Context: an optimization exercise on an open-source flow, tuned for small area and few clock cycles per item. The choices shown serve that exercise and are no tape-out recipe.
Only simulation tests tie the RTL to the original design; equivalence was not proved.

**flow/design.v**
```verilog
`default_nettype none
package mexp_pkg;
  localparam int FIELD_BITS = 64;
  localparam int CFG_INDEX_BITS = 8;
  localparam int ACC_BITS = 67;
  localparam int OP_BITS = 66;
  localparam int STEPS = 2;
  localparam int PASS_CYCLES = OP_BITS / STEPS;
  localparam int CYC_BITS = $clog2(PASS_CYCLES);
  typedef logic [FIELD_BITS-1:0] field_t;
  typedef logic [CFG_INDEX_BITS-1:0] cfg_index_t;
  typedef logic [ACC_BITS-1:0] acc_t;
  typedef logic [OP_BITS-1:0] op_t;
  localparam cfg_index_t REG_MODULUS = cfg_index_t'(0);
  localparam cfg_index_t REG_POWER = cfg_index_t'(1);
  typedef enum logic [2:0] {
    ST_IDLE,
    ST_PREP,
    ST_MUL,
    ST_CPA,
    ST_FIX,
    ST_ADJ,
    ST_ACPA,
    ST_DONE
  } state_t;
endpackage
`default_nettype wire
`default_nettype none
module mexp_step (
  input  mexp_pkg::acc_t  s_in,
  input  mexp_pkg::acc_t  c_in,
  input  logic            x,
  input  logic            neg,
  input  mexp_pkg::acc_t  y,
  input  logic [63:0]     n,
  input  logic [3:0]      t1,
  input  logic [5:0]      t3,
  input  logic            frc,     
  input  logic            fsub,    
  output mexp_pkg::acc_t  s_out,
  output mexp_pkg::acc_t  c_out
);
  localparam int AW = mexp_pkg::ACC_BITS;
  mexp_pkg::acc_t a, b, c, s1, c1, d, c1i, m1, m2;
  logic [7:0] th;
  logic ge3, ge1, gem1, gem3;
  logic qp1, qp2, qn1, qn2, qpos;
  always_comb begin
    a = {s_in[AW-2:0], x & neg};
    b = {c_in[AW-2:0], 1'b0};
    c = x ? (neg ? ~y : y) : '0;
    s1 = a ^ b ^ c;
    m1 = (a & b) | (a & c) | (b & c);
    c1 = {m1[AW-2:0], 1'b0};
  end
  assign th = s1[AW-1:AW-8] + c1[AW-1:AW-8];
  logic [7:0] thu;
  assign thu = th ^ 8'h80;
  assign ge3 = thu >= (8'd128 + {2'b00, t3});
  assign ge1 = thu >= (8'd128 + {4'b0000, t1});
  assign gem1 = thu >= (8'd128 - {4'b0000, t1});
  assign gem3 = thu >= (8'd128 - {2'b00, t3});
  always_comb begin
    if (frc) begin
      qp1 = fsub;
      qn1 = !fsub;
      qp2 = 1'b0;
      qn2 = 1'b0;
    end else begin
      qp2 = ge3;
      qp1 = ge1 & !ge3;
      qn1 = !gem1 & gem3;
      qn2 = !gem3;
    end
    qpos = qp1 | qp2;
    d = ({AW{qp1 | qn1}} & {3'b000, n}) | ({AW{qp2 | qn2}} & {2'b00, n, 1'b0});
    d = d ^ {AW{qpos}};
    c1i = {c1[AW-1:1], qpos};
    s_out = s1 ^ c1i ^ d;
    m2 = (s1 & c1i) | (s1 & d) | (c1i & d);
    c_out = {m2[AW-2:0], 1'b0};
  end
endmodule
`default_nettype wire
`default_nettype none
module modular_exponentiation (
  input  logic                  clk,
  input  logic                  rst,
  input  logic                  cfg_valid,
  output logic                  cfg_ready,
  input  mexp_pkg::cfg_index_t  cfg_index,
  input  mexp_pkg::field_t      cfg_data,
  input  logic                  operand_valid,
  output logic                  operand_ready,
  input  mexp_pkg::field_t      operand_base_value,
  output logic                  result_valid,
  input  logic                  result_ready,
  output mexp_pkg::field_t      result_residue
);
  localparam int K = mexp_pkg::STEPS;
  localparam int AW = mexp_pkg::ACC_BITS;
  localparam int PW = mexp_pkg::OP_BITS;
  localparam int D = mexp_pkg::PASS_CYCLES;
  localparam int CB = mexp_pkg::CYC_BITS;
  mexp_pkg::state_t state;
  logic [63:0]     modulus;
  logic [63:0]     power;
  mexp_pkg::op_t   p_reg;
  mexp_pkg::op_t   b_reg;
  mexp_pkg::acc_t  s_reg;
  mexp_pkg::acc_t  c_reg;
  logic [K-1:0]    xd;
  logic [CB-1:0]   cyc;
  logic [5:0]      idx;
  logic [5:0]      sh;
  logic            first;
  logic            ysel_b;      
  logic            base_pass;
  logic            fsub;
  logic            in_accept;
  logic            mod_small;
  logic            ebit;
  mexp_pkg::acc_t  sum;
  mexp_pkg::acc_t  y_ext;
  logic [3:0]      t1;
  logic [5:0]      t3;
  logic [4:0]      ntop;
  logic [CB-1:0]   cyc_nxt;
  mexp_pkg::acc_t  s_ch [K+1];
  mexp_pkg::acc_t  c_ch [K+1];
  assign cfg_ready = 1'b1;
  assign operand_ready = (state == mexp_pkg::ST_IDLE) ||
                         ((state == mexp_pkg::ST_DONE) && result_ready);
  assign in_accept = operand_valid && operand_ready;
  assign mod_small = (modulus[63:1] == '0);
  assign ebit = power[idx];
  assign sum = s_reg + c_reg;
  assign y_ext = ysel_b ? {b_reg[PW-1], b_reg} : {p_reg[PW-1], p_reg};
  assign ntop = {1'b1, modulus[62:59]};
  assign t1 = ntop[4:1];
  assign t3 = {1'b0, ntop} + {2'b00, ntop[4:1]};
  assign cyc_nxt = cyc + CB'(1);
  assign s_ch[0] = s_reg;
  assign c_ch[0] = c_reg;
  for (genvar g = 0; g < K; g++) begin : g_step
    mexp_step u_step (
      .s_in  (s_ch[g]),
      .c_in  (c_ch[g]),
      .x     (xd[K-1-g]),
      .neg   ((g == 0) ? first : 1'b0),
      .y     (y_ext),
      .n     (modulus),
      .t1    (t1),
      .t3    (t3),
      .frc   ((g == K-1) ? (state == mexp_pkg::ST_ADJ) : 1'b0),
      .fsub  (fsub),
      .s_out (s_ch[g+1]),
      .c_out (c_ch[g+1])
    );
  end
  always_ff @(posedge clk) begin
    if (rst) begin
      modulus <= 64'd1;
      power <= '0;
    end else if (cfg_valid && cfg_ready) begin
      if (cfg_index == mexp_pkg::REG_MODULUS) begin
        modulus <= cfg_data;
      end else if (cfg_index == mexp_pkg::REG_POWER) begin
        power <= cfg_data;
      end
    end else if (state == mexp_pkg::ST_PREP && !modulus[63]) begin
      modulus <= modulus << 1;
    end else if (state == mexp_pkg::ST_FIX && !p_reg[PW-1] && sh != '0) begin
      modulus <= modulus >> 1;
    end
  end
  always_ff @(posedge clk) begin
    if (state == mexp_pkg::ST_MUL || state == mexp_pkg::ST_ADJ) begin
      s_reg <= s_ch[K];
      c_reg <= c_ch[K];
    end else begin
      s_reg <= '0;
      c_reg <= '0;
    end
  end
  always_ff @(posedge clk) begin
    if (rst) begin
      state <= mexp_pkg::ST_IDLE;
    end else begin
      unique case (state)
        mexp_pkg::ST_IDLE, mexp_pkg::ST_DONE: begin
          if (in_accept) begin
            state <= (mod_small || power == '0) ? mexp_pkg::ST_DONE : mexp_pkg::ST_PREP;
          end else if (state == mexp_pkg::ST_DONE && result_ready) begin
            state <= mexp_pkg::ST_IDLE;
          end
        end
        mexp_pkg::ST_PREP: begin
          if (modulus[63] && ebit) begin
            state <= mexp_pkg::ST_MUL;
          end
        end
        mexp_pkg::ST_MUL: begin
          if (cyc == CB'(D - 1)) begin
            state <= mexp_pkg::ST_CPA;
          end
        end
        mexp_pkg::ST_CPA: begin
          if (!base_pass && !ysel_b && ebit) begin
            state <= mexp_pkg::ST_MUL;      
          end else if (idx == '0) begin
            state <= mexp_pkg::ST_FIX;
          end else begin
            state <= mexp_pkg::ST_MUL;
          end
        end
        mexp_pkg::ST_FIX: begin
          if (p_reg[PW-1] || sh != '0) begin
            state <= mexp_pkg::ST_ADJ;
          end else begin
            state <= mexp_pkg::ST_DONE;
          end
        end
        mexp_pkg::ST_ADJ: state <= mexp_pkg::ST_ACPA;
        mexp_pkg::ST_ACPA: state <= mexp_pkg::ST_FIX;
        default: state <= mexp_pkg::ST_IDLE;
      endcase
    end
  end
  always_ff @(posedge clk) begin
    unique case (state)
      mexp_pkg::ST_IDLE, mexp_pkg::ST_DONE: begin
        if (in_accept) begin
          idx <= 6'd63;
          sh <= '0;
          b_reg <= mexp_pkg::op_t'(1);
          if (mod_small) begin
            p_reg <= '0;
          end else if (power == '0) begin
            p_reg <= mexp_pkg::op_t'(1);
          end else begin
            p_reg <= {2'b00, operand_base_value};
          end
        end
      end
      mexp_pkg::ST_PREP: begin
        if (!modulus[63]) begin
          sh <= sh + 6'd1;
        end
        if (!ebit) begin
          idx <= idx - 6'd1;
        end
        first <= 1'b1;
        ysel_b <= 1'b1;
        base_pass <= 1'b1;
        cyc <= '0;
        xd <= p_reg[PW-1 -: K];
      end
      mexp_pkg::ST_MUL: begin
        first <= 1'b0;
        cyc <= cyc + CB'(1);
        if (cyc != CB'(D - 1)) begin
          xd <= p_reg[PW - 1 - K * cyc_nxt -: K];
        end
      end
      mexp_pkg::ST_CPA: begin
        p_reg <= sum[PW-1:0];
        if (base_pass) begin
          b_reg <= sum[PW-1:0];
        end
        base_pass <= 1'b0;
        first <= 1'b1;
        cyc <= '0;
        xd <= sum[PW-1 -: K];
        if (!base_pass && !ysel_b && ebit) begin
          ysel_b <= 1'b1;             
        end else begin
          ysel_b <= 1'b0;             
          if (idx != '0) begin
            idx <= idx - 6'd1;
          end
        end
      end
      mexp_pkg::ST_FIX: begin
        first <= 1'b0;
        ysel_b <= 1'b0;
        xd <= K'(1);
        if (p_reg[PW-1]) begin
          fsub <= 1'b0;               
        end else begin
          fsub <= 1'b1;               
          if (sh != '0) begin
            sh <= sh - 6'd1;
          end
        end
      end
      mexp_pkg::ST_ACPA: begin
        if (!fsub || !sum[AW-1]) begin
          p_reg <= sum[PW-1:0];
        end
      end
      default: begin
      end
    endcase
  end
  assign result_valid = (state == mexp_pkg::ST_DONE);
  assign result_residue = p_reg[63:0];
endmodule
`default_nettype wire
```
**flow/run.sh**
```bash
#!/bin/bash
# synth_recipe.tcl (not shown) runs the flow's synth.tcl, then flattens the netlist and writes it again
# the make line also repeats each setting of config.mk as NAME=value (left out here)
make -C /OpenROAD-flow-scripts/flow DESIGN_CONFIG=/design/flow/config.mk WORK_HOME=/design/flow/orfs CLKGATE_MAP_FILE= SYNTH_SCRIPT=/design/flow/synth_recipe.tcl finish
```
**flow/constraint.sdc**
```tcl
create_clock -name core_clock -period 8.0 [get_ports {clk}]
set_input_delay 1.6000 -clock core_clock [delete_from_list [all_inputs] [get_ports {clk}]]
set_output_delay 1.6000 -clock core_clock [all_outputs]
set_load 0.01 [all_outputs]
```
**flow/config.mk**
```make
export PLATFORM = sky130hd
export DESIGN_NAME = modular_exponentiation
export DESIGN_NICKNAME = modular_exponentiation
export VERILOG_FILES = /design/flow/design.v
export SDC_FILE = /design/flow/constraint.sdc
export NUM_CORES = 4
export LEC_CHECK = 0
export CAP_MARGIN = 20
export CORE_MARGIN = 2
export CORE_UTILIZATION = 40
export SLEW_MARGIN = 20
```
==> summary.txt <==
## layout by cell type, fill, tap and decap left out, types with 11 or more instances in the layout
cell type	Yosys	routed
o21ai_0	193	185
nor4_1	38	35
o21a_1	13	13
nand2b_1	21	20
fa_2	0	67
nor3_1	24	22
o211ai_1	12	12
clkbuf_1	178	11
ha_1	134	124
nor2_1	219	212
a21o_1	56	55
dfxtp_1	264	264
fa_1	261	194
edfxtp_1	156	156
xnor2_1	191	130
nor2b_1	155	138
nand3_1	22	19
clkbuf_16	0	57
clkdlybuf4s50_1	0	204
nand2_1	591	587
a31oi_1	16	14
xor2_1	47	45
buf_6	0	16
nand4_1	26	26
o21bai_1	19	17
a22oi_2	0	70
mux2_2	61	60
mux4_2	35	35
nand3b_1	55	55
a22oi_1	128	58
mux2i_1	86	83
buf_4	69	151
inv_1	308	300
buf_16	0	13
nor2b_4	0	16
a21oi_1	245	238
buf_12	0	14
xnor2_2	1	61
## how the worst max path moves through the flow
| stage | slack [ns] | end |
|---|---|---|
| final | -0.96 | s_reg[31] |
| after global routing | -1.28 | s_reg[31] |
| after CTS | -0.74 | s_reg[55] |
| after detailed placement | -0.85 | s_reg[38] |
| after global placement | -0.77 | s_reg[24] |
| after floorplan | -0.67 | s_reg[32] |
## worst min-delay path, stage by stage, from the launching register on
cell and delay (ns):
dfxtp_1 0.31, nand2_1 0.05, a21oi_1 0.05
## routing by layer
metal	up-vias	wire length (µm)	track usage
li1	13032	-	-
met1	13920	51500	0.3617
met2	954	50710	0.3924
met3	157	7665	0.04152
met4	0	3626	0.07859
met5	-	0	0
## logic make-up (layout without fill, tap and decap cells)
| group | Yosys count | count (layout) | share of synthesized area |
|---|---|---|---|
| xor gates and xnor gates | 239 | 239 | 0.06155 |
| muxes | 182 | 182 | 0.06845 |
| and+or+nand+nor | 1198 | 1198 | 0.1616 |
| adders and majority gates | 395 | 395 | 0.2022 |
| other | 2 | 5 | 0.0002200 |
| DFF | 420 | 420 | 0.2921 |
| AOI/OAI and AO/OA | 746 | 747 | 0.1335 |
| buffers and inverters | 642 | 811 | 0.08040 |
## synth_stat cells, drive strengths merged, types with 4 or more instances
library cell / instances
o31ai: 7
and2: 10
a21o: 56
xor2: 47
buf: 114
o21bai: 19
mux2: 61
mux2i: 86
clkbuf: 219
xnor2: 192
o22ai: 4
edfxtp: 156
dfxtp: 264
nor2b: 155
o21ai: 194
a21oi: 245
nor3: 24
a221oi: 4
or3: 6
nand3: 22
a22oi: 128
o21a: 13
o211ai: 12
nor2: 219
inv: 309
nor4: 38
a31oi: 17
nand3b: 55
nand4: 26
nand2b: 21
fa: 261
or2: 4
a211oi: 12
and3: 10
and3b: 5
nand2: 591
mux4: 35
ha: 134
a211o: 4
## repair_timing
item	4_1_cts	5_1_grt
gates cloned	11	8
gates resized for setup	146	116
pin swaps	68	41
setup buffers	24	13
endpoints found under the setup margin	133	133
## through the flow
stage / setup WS [ns] / hold slack [ns]
after floorplan: -0.6715 / 0.4458
after global placement: -0.7705 / 0.4574
after detailed placement: -0.8518 / 0.4630
after CTS: -0.7398 / 0.4707
after global routing: -1.277 / 0.4960
final: -0.9574 / 0.4709
## cell type report
class	count	share of cell area
clock inverters	30	0.009725
multi-input cells	2766	0.5545
inverters	309	0.02791
repair buffers	407	0.1008
flip-flops and latches	420	0.2399
well taps	1144	0.03444
clock buffers	65	0.03270
==> metrics.cfg <==
[worst_setup_path]
cpLargestDelayFamily = adder cells
arrival_ns = 9.46
slowest_stage = or4_4
end_kind = flip-flop
path_class = reg2reg
r2r_setup_slack_ns = -0.96
cp_max_fo = 6
r2r_end = s_reg[31]
cp.required_ns = 8.50
crit_buf_inv = 7
cp-startpoint = ysel_b
critPathLaunchType = flip-flop
slowest_delay_ns = 0.58
r2r_start = ysel_b
cpMostUsedCell = fa_2
reg2regPathDepth = 42
path_depth = 42

[timing]
tns_ns = -100.99
finalSetupViolCount = 133
layout_min_cycle_time_ns = 8.957
setup_slack_ns = -0.9574
finalClockSkew_ns = 0.04750
period_share = 1.120
fmax_ghz = 0.1116
worstMarginPinSlew_ns = 1.144
hold_violations = 0
slew_violations = 0
relSlewSlack = 0.2343
rsz0062_at_grt = true

[outcome]
check.faults = negative setup slack
status = complete, but fails checks

[grt]
antenna_found_initial = 1
first_global_vias = 27568
grt_max_degree = 107
track_usage = 0.2535
grt_pass1_wl_mm = 169.8
grt-ovfl-total = 0

[hold_path]
min_path_cells = 2
holdCritPathClass = reg2reg
holdPathEnd = power[35]
hp-start = power[35]

[synth]
synth_edf_count = 156
synth_top_area_frac = 0.1549
synth-async-reset-ratio = 0
synth_top_cell_by_area = dfxtp_1
synthCells = 3824
syn_avg_cell_area_um2 = 8.925
synth-seq-area-share = 0.2921
synth_cell_types = 76
synth_area_leaders = dfxtp_1 (15%), fa_1 (15%), edfxtp_1 (14%)
yosys_warnings = 6
syn_area_um2 = 34130
synthFlopType = dfxtp_1
synth_seq_cells = 420

[placed_design]
portBuffers = 206
place_congestion = 0.9142
place_inst = 4993
dpl.hpwl_mm = 82.35
post_dp_cell_area_um2 = 37770

[detailed_routing]
drtPass1Iterations = 6
vias_per_cell = 5.459
drt_wl_total_mm = 113.5
vias = 28063
ant_nets = 0
drt_iter0_drc = 2167
wl_per_cell_um = 22.08
drcViolationCount = 0

[final_layout]
diodes = 0
largest_register_ff_count = 67
drive_gt1_frac = 0.1704
final_nets = 4491
area_delta_synth_final_pct = 21.77
post-route-util = 0.4896
fin_cells = 5141
finalInstanceArea_um2 = 41560
multi_input_area_um2 = 23040
nFillCells = 7926
seqCellArea_um2 = 9970

[die]
die_x_um = 296.1
core_area_um2 = 84880
dieHeight_um = 296.1
die-area_um2 = 87680
io_pins = 208
floorplan.rows = 107
initial_core_util = 0.4021

[clocking]
cts_sinks = 420
clk_path_buf_depth = 3
htree_levels = 2
path_clk_slew_ns = 0.06
clock_latency_ns = 0.65
cts_tree = built
ctsHoldBuffers = 0
cts-root-buf = clkbuf_16
numCtsBuffers = 51

[job]
maxCapViolations = 0

Testbench counts, summed over its fixed seeds: cycles 415,614, items 128.

## static timing again, ports no longer ideal
No port has a modelled driver above. Below, the same layout with a new extraction and two added sets of constraints. Step 1 sets driving cells, clkbuf_16 on the clock port and buf_2 on the other inputs (assumed; they add their load-dependent delay and slew). Step 2, shift: input delay + t, output delay - t, t = (earliest + latest rising clock arrival at the registers) / 2. This alone moves slack from input paths to output paths. Slacks: ideal / step 1 / step 2; pairs: ideal / step 1.
shift t [ns]: 0.692
slack for setup (ns): -0.957 / -0.957 / -0.957
worst hold slack (ns): 0.471 / 0.471 / 0.471
cell pins on the clock port's net: 1
For this run, drivers alone change the setup slack by 0.000 ns; drivers and shift together by 0.000 ns.
